What follows belongs to an exercise in optimizing a design on an open flow for small area and a short achievable clock period; a production flow would make more cautious choices. RTL that was checked went through simulation tests only; none was proved equivalent to the original. Power is estimated from default activity; no workload was simulated.

==> cedar <==
==> flow/design.v <==
module branch_predictor #(
    parameter int ENTRIES = 16,
    parameter int TAG_W   = 10
) (
    input  logic        clk,
    input  logic        rst_n,
    input  logic        f_valid,
    input  logic [63:0] f_pc,
    output logic        pred_taken,
    output logic [63:0] pred_target,
    input  logic        u_valid,
    input  logic        u_is_branch,
    input  logic [63:0] u_pc,
    input  logic        u_taken,
    input  logic [63:0] u_target,
    input  logic        u_pred_taken,
    input  logic [63:0] u_pred_target,
    output logic        mispredict,
    output logic [63:0] redirect_pc,
    output logic [31:0] branch_count,
    output logic [31:0] mispredict_count
);
    localparam int IDX_W = $clog2(ENTRIES);
    logic             tbl_valid  [ENTRIES];
    logic [TAG_W-1:0] tbl_tag    [ENTRIES];
    logic [63:0]      tbl_target [ENTRIES];
    logic [1:0]       tbl_ctr    [ENTRIES];
    logic [IDX_W-1:0] f_idx;
    logic [TAG_W-1:0] f_tag;
    logic [IDX_W-1:0] u_idx;
    logic [TAG_W-1:0] u_tag;
    logic             u_hit;
    logic             upd_en;
    logic             mis_cond;
    assign f_idx = f_pc[IDX_W+1:2];
    assign f_tag = f_pc[IDX_W+2 +: TAG_W];
    assign u_idx = u_pc[IDX_W+1:2];
    assign u_tag = u_pc[IDX_W+2 +: TAG_W];
    logic [ENTRIES*TAG_W-1:0] tag_flat;
    logic [ENTRIES*64-1:0]    tgt_flat;
    logic [ENTRIES-1:0]       taken_bit;
    for (genvar g = 0; g < ENTRIES; g++) begin : g_flat
        assign tag_flat[g*TAG_W +: TAG_W] = tbl_tag[g];
        assign tgt_flat[g*64 +: 64]       = tbl_target[g];
        assign taken_bit[g]               = tbl_valid[g] && tbl_ctr[g][1];
    end
    branch_predictor_lookup #(.ENTRIES(ENTRIES), .TAG_W(TAG_W)) u_lookup (
        .f_valid    (f_valid),
        .f_pc       (f_pc),
        .tag_flat   (tag_flat),
        .tgt_flat   (tgt_flat),
        .taken_bit  (taken_bit),
        .pred_taken (pred_taken),
        .pred_target(pred_target)
    );
    always_comb begin
        upd_en   = u_valid && u_is_branch;
        u_hit    = tbl_valid[u_idx] && (tbl_tag[u_idx] == u_tag);
        mis_cond = upd_en && ((u_taken != u_pred_taken) ||
                              (u_taken && (u_target != u_pred_target)));
    end
    always_ff @(posedge clk or negedge rst_n) begin
        if (!rst_n) begin
            for (int i = 0; i < ENTRIES; i++) begin
                tbl_valid[i] <= 1'b0;
                tbl_ctr[i]   <= 2'b01;
            end
        end else if (upd_en) begin
            if (u_hit) begin
                if (u_taken && tbl_ctr[u_idx] != 2'b11)
                    tbl_ctr[u_idx] <= tbl_ctr[u_idx] + 2'd1;
                else if (!u_taken && tbl_ctr[u_idx] != 2'b00)
                    tbl_ctr[u_idx] <= tbl_ctr[u_idx] - 2'd1;
            end else if (u_taken) begin
                tbl_valid[u_idx] <= 1'b1;
                tbl_ctr[u_idx]   <= 2'b10;
            end
        end
    end
    always_ff @(posedge clk) begin
        if (upd_en && u_taken) begin
            tbl_tag[u_idx]    <= u_tag;
            tbl_target[u_idx] <= u_target;
        end
    end
    logic [32:0] bc_inc, mc_inc;
    assign bc_inc = {1'b0, branch_count} + 33'd1;
    assign mc_inc = {1'b0, mispredict_count} + 33'd1;
    always_ff @(posedge clk or negedge rst_n) begin
        if (!rst_n) begin
            mispredict       <= 1'b0;
            redirect_pc      <= 64'd0;
            branch_count     <= 32'd0;
            mispredict_count <= 32'd0;
        end else begin
            mispredict <= mis_cond;
            if (upd_en) begin
                redirect_pc <= u_taken ? u_target : u_pc + 64'd4;
                if (!bc_inc[32])
                    branch_count <= bc_inc[31:0];
            end
            if (mis_cond && !mc_inc[32])
                mispredict_count <= mc_inc[31:0];
        end
    end
endmodule
module branch_predictor_lookup #(
    parameter int ENTRIES = 16,
    parameter int TAG_W   = 10
) (
    input  logic                     f_valid,
    input  logic [63:0]              f_pc,
    input  logic [ENTRIES*TAG_W-1:0] tag_flat,
    input  logic [ENTRIES*64-1:0]    tgt_flat,
    input  logic [ENTRIES-1:0]       taken_bit,
    output logic                     pred_taken,
    output logic [63:0]              pred_target
);
    localparam int IDX_W = $clog2(ENTRIES);
    logic [IDX_W-1:0]   f_idx;
    logic [TAG_W-1:0]   f_tag;
    logic [ENTRIES-1:0] f_dec;
    logic [ENTRIES-1:0] f_match;
    logic [63:0]        f_tgt;
    logic [63:0]        f_inc;
    assign f_idx = f_pc[IDX_W+1:2];
    assign f_tag = f_pc[IDX_W+2 +: TAG_W];
    for (genvar g = 0; g < ENTRIES; g++) begin : g_fsel
        assign f_dec[g]   = (f_idx == g);
        assign f_match[g] = taken_bit[g] && (tag_flat[g*TAG_W +: TAG_W] == f_tag);
    end
    always_comb begin
        f_tgt = '0;
        for (int i = 0; i < ENTRIES; i++)
            f_tgt = f_tgt | ({64{f_dec[i]}} & tgt_flat[i*64 +: 64]);
        f_inc       = {f_pc[63:2] + 62'd1, f_pc[1:0]};
        pred_taken  = f_valid && |(f_dec & f_match);
        pred_target = pred_taken ? f_tgt : f_inc;
    end
endmodule
==> flow/flow/run.sh <==
#!/bin/bash
# Standard ORFS layout with smaller port buffers (buf_1) and a clock tree without dummy loads.
export BUFFER_PORTS_ARGS="-buffer_cell sky130_fd_sc_hd__buf_1"
export CTS_ARGS="-sink_clustering_enable -repair_clock_nets -dont_use_dummy_load -sink_clustering_size 30 -sink_clustering_max_diameter 60 -buf_list {sky130_fd_sc_hd__clkbuf_8 sky130_fd_sc_hd__clkbuf_16}"
bash standard.sh > standard.log 2>&1
==> flow/standard.sh <==
#!/bin/bash
# synth_recipe.tcl (not shown) runs the flow's synth.tcl, then flattens the netlist and writes it again
# the make line also repeats each setting of config.mk as NAME=value (left out here)
make -C /OpenROAD-flow-scripts/flow DESIGN_CONFIG=/design/flow/config.mk WORK_HOME=/design/flow/orfs CLKGATE_MAP_FILE= SYNTH_SCRIPT=/design/flow/synth_recipe.tcl "${@:-finish}"
==> flow/config.mk <==
export PLATFORM = sky130hd
export DESIGN_NAME = branch_predictor
export DESIGN_NICKNAME = branch_predictor
export VERILOG_FILES = /design/flow/design.v
export SDC_FILE = /design/flow/constraint.sdc
export NUM_CORES = 4
export LEC_CHECK = 0
export CAP_MARGIN = 20
export CORE_MARGIN = 2
export CORE_UTILIZATION = 50
export CTS_BUF_LIST = sky130_fd_sc_hd__clkbuf_8 sky130_fd_sc_hd__clkbuf_16
export CTS_CLUSTER_DIAMETER = 60
export CTS_CLUSTER_SIZE = 30
export SETUP_SLACK_MARGIN = 1.7
export SLEW_MARGIN = 20
export SYNTH_HIERARCHICAL = 1
==> flow/constraint.sdc <==
create_clock -name core_clock -period 6.5 [get_ports {clk}]
set_input_delay 1.3000 -clock core_clock [delete_from_list [all_inputs] [get_ports {clk}]]
set_output_delay 1.3000 -clock core_clock [all_outputs]
set_load 0.01 [all_outputs]
==> inputs of indigo, as changes to cedar <==
==> flow/design.v, changed modules only <==
module branch_predictor_lookup #(
    parameter int ENTRIES = 16,
    parameter int TAG_W   = 10
) (
    input  logic                     f_valid,
    input  logic [63:0]              f_pc,
    input  logic [ENTRIES*TAG_W-1:0] tag_flat,
    input  logic [ENTRIES*64-1:0]    tgt_flat,
    input  logic [ENTRIES-1:0]       taken_bit,
    output logic                     pred_taken,
    output logic [63:0]              pred_target
);
    localparam int IDX_W = $clog2(ENTRIES);
    logic [IDX_W-1:0]   f_idx;
    logic [TAG_W-1:0]   f_tag;
    logic [ENTRIES-1:0] f_dec;
    logic [63:0]        f_tgt;
    logic [63:0]        f_inc;
    assign f_idx = f_pc[IDX_W+1:2];
    assign f_tag = f_pc[IDX_W+2 +: TAG_W];
    logic [TAG_W-1:0] f_tag_sel;
    for (genvar g = 0; g < ENTRIES; g++) begin : g_fsel
        assign f_dec[g] = (f_idx == g);
    end
    always_comb begin
        f_tgt     = '0;
        f_tag_sel = '0;
        for (int i = 0; i < ENTRIES; i++) begin
            f_tgt     = f_tgt     | ({64{f_dec[i]}}    & tgt_flat[i*64 +: 64]);
            f_tag_sel = f_tag_sel | ({TAG_W{f_dec[i]}} & tag_flat[i*TAG_W +: TAG_W]);
        end
        f_inc       = {f_pc[63:2] + 62'd1, f_pc[1:0]};
        pred_taken  = f_valid && |(f_dec & taken_bit) && (f_tag_sel == f_tag);
        pred_target = pred_taken ? f_tgt : f_inc;
    end
endmodule
==> flow/flow/run.sh (replaced) <==
#!/bin/bash
# Standard ORFS layout; port buffers use buf_2 instead of the default delay-cell buffer.
export BUFFER_PORTS_ARGS="-buffer_cell sky130_fd_sc_hd__buf_2"
bash standard.sh > standard.log 2>&1
--- a/flow/config.mk
+++ b/flow/config.mk
@@ -8,9 +8,9 @@
 export CAP_MARGIN = 20
 export CORE_MARGIN = 2
-export CORE_UTILIZATION = 50
+export CORE_UTILIZATION = 60
 export CTS_BUF_LIST = sky130_fd_sc_hd__clkbuf_8 sky130_fd_sc_hd__clkbuf_16
 export CTS_CLUSTER_DIAMETER = 60
 export CTS_CLUSTER_SIZE = 30
-export SETUP_SLACK_MARGIN = 1.7
+export SETUP_SLACK_MARGIN = 2.5
 export SLEW_MARGIN = 20
 export SYNTH_HIERARCHICAL = 1
==> run summary <==
Of cedar and indigo, cedar has the higher die area (gap 22%, measured against indigo).
In sequential power, cedar and indigo hardly differ.
Against cedar, the clock-buffer cell count of indigo is lower by 9.
indigo finished with timing, DRC and antenna clean. cedar produced a clean layout.
Between indigo and cedar, the lower first-iteration DRC count is in cedar (gap 13%, measured against cedar).
==> figures <==
item                                                                   indigo                    cedar
Wire length of the first global-routing pass                        275000 um                292000 um
Clock Latency Late Sink                                               0.72 ns                  0.71 ns
Post-route met1 wirelength                                           70900 um                 82200 um
Starting Density                                                        60.5%                    50.3%
Iteration count of the initial detailed-routing pass                        6                        7
Net switching power                                                 0.00481 W                0.00412 W
Multi-input gate area in the final layout                          15900 um^2               17200 um^2
Total Die Area                                                     96400 um^2              117000 um^2
Clock buffer instance count of the final layout                            97                      106
Status                                                complete, no violations  complete, no violations
The RTL of indigo was laid out without a check of its function.

[re-timing with driven ports]
The flow's constraints put no driver on any port. The routed layouts listed below were extracted and timed again, unchanged, in two steps. Step 1 (the two cells are an assumption about what drives the block):
set clk [get_ports {clk}]
set_driving_cell -lib_cell sky130_fd_sc_hd__clkbuf_16 $clk
set_driving_cell -lib_cell sky130_fd_sc_hd__buf_2 [delete_from_list [all_inputs] $clk]
Step 2 adds t to the input delays and takes it off the output delays; t is the mean of the earliest and latest rising clock arrival at the registers after step 1. Input paths then give back, and output paths get back, about the clock's delay inside the block. Slacks: ideal / step 1 / step 2; pairs: ideal / step 1.
run	t (ns)	setup WS [ns]	worst setup path after step 2	slew at the worst register clock pin (ns)
cedar	0.760	1.500 / 1.442 / 1.173	input to register	0.10 / 0.10
indigo	0.777	0.952 / 0.862 / 0.862	input to output	0.11 / 0.11
After both steps every run listed still meets setup and hold. The setup slack of cedar, which loses most, moves by -0.058 ns with the drivers and by -0.327 ns with both steps.
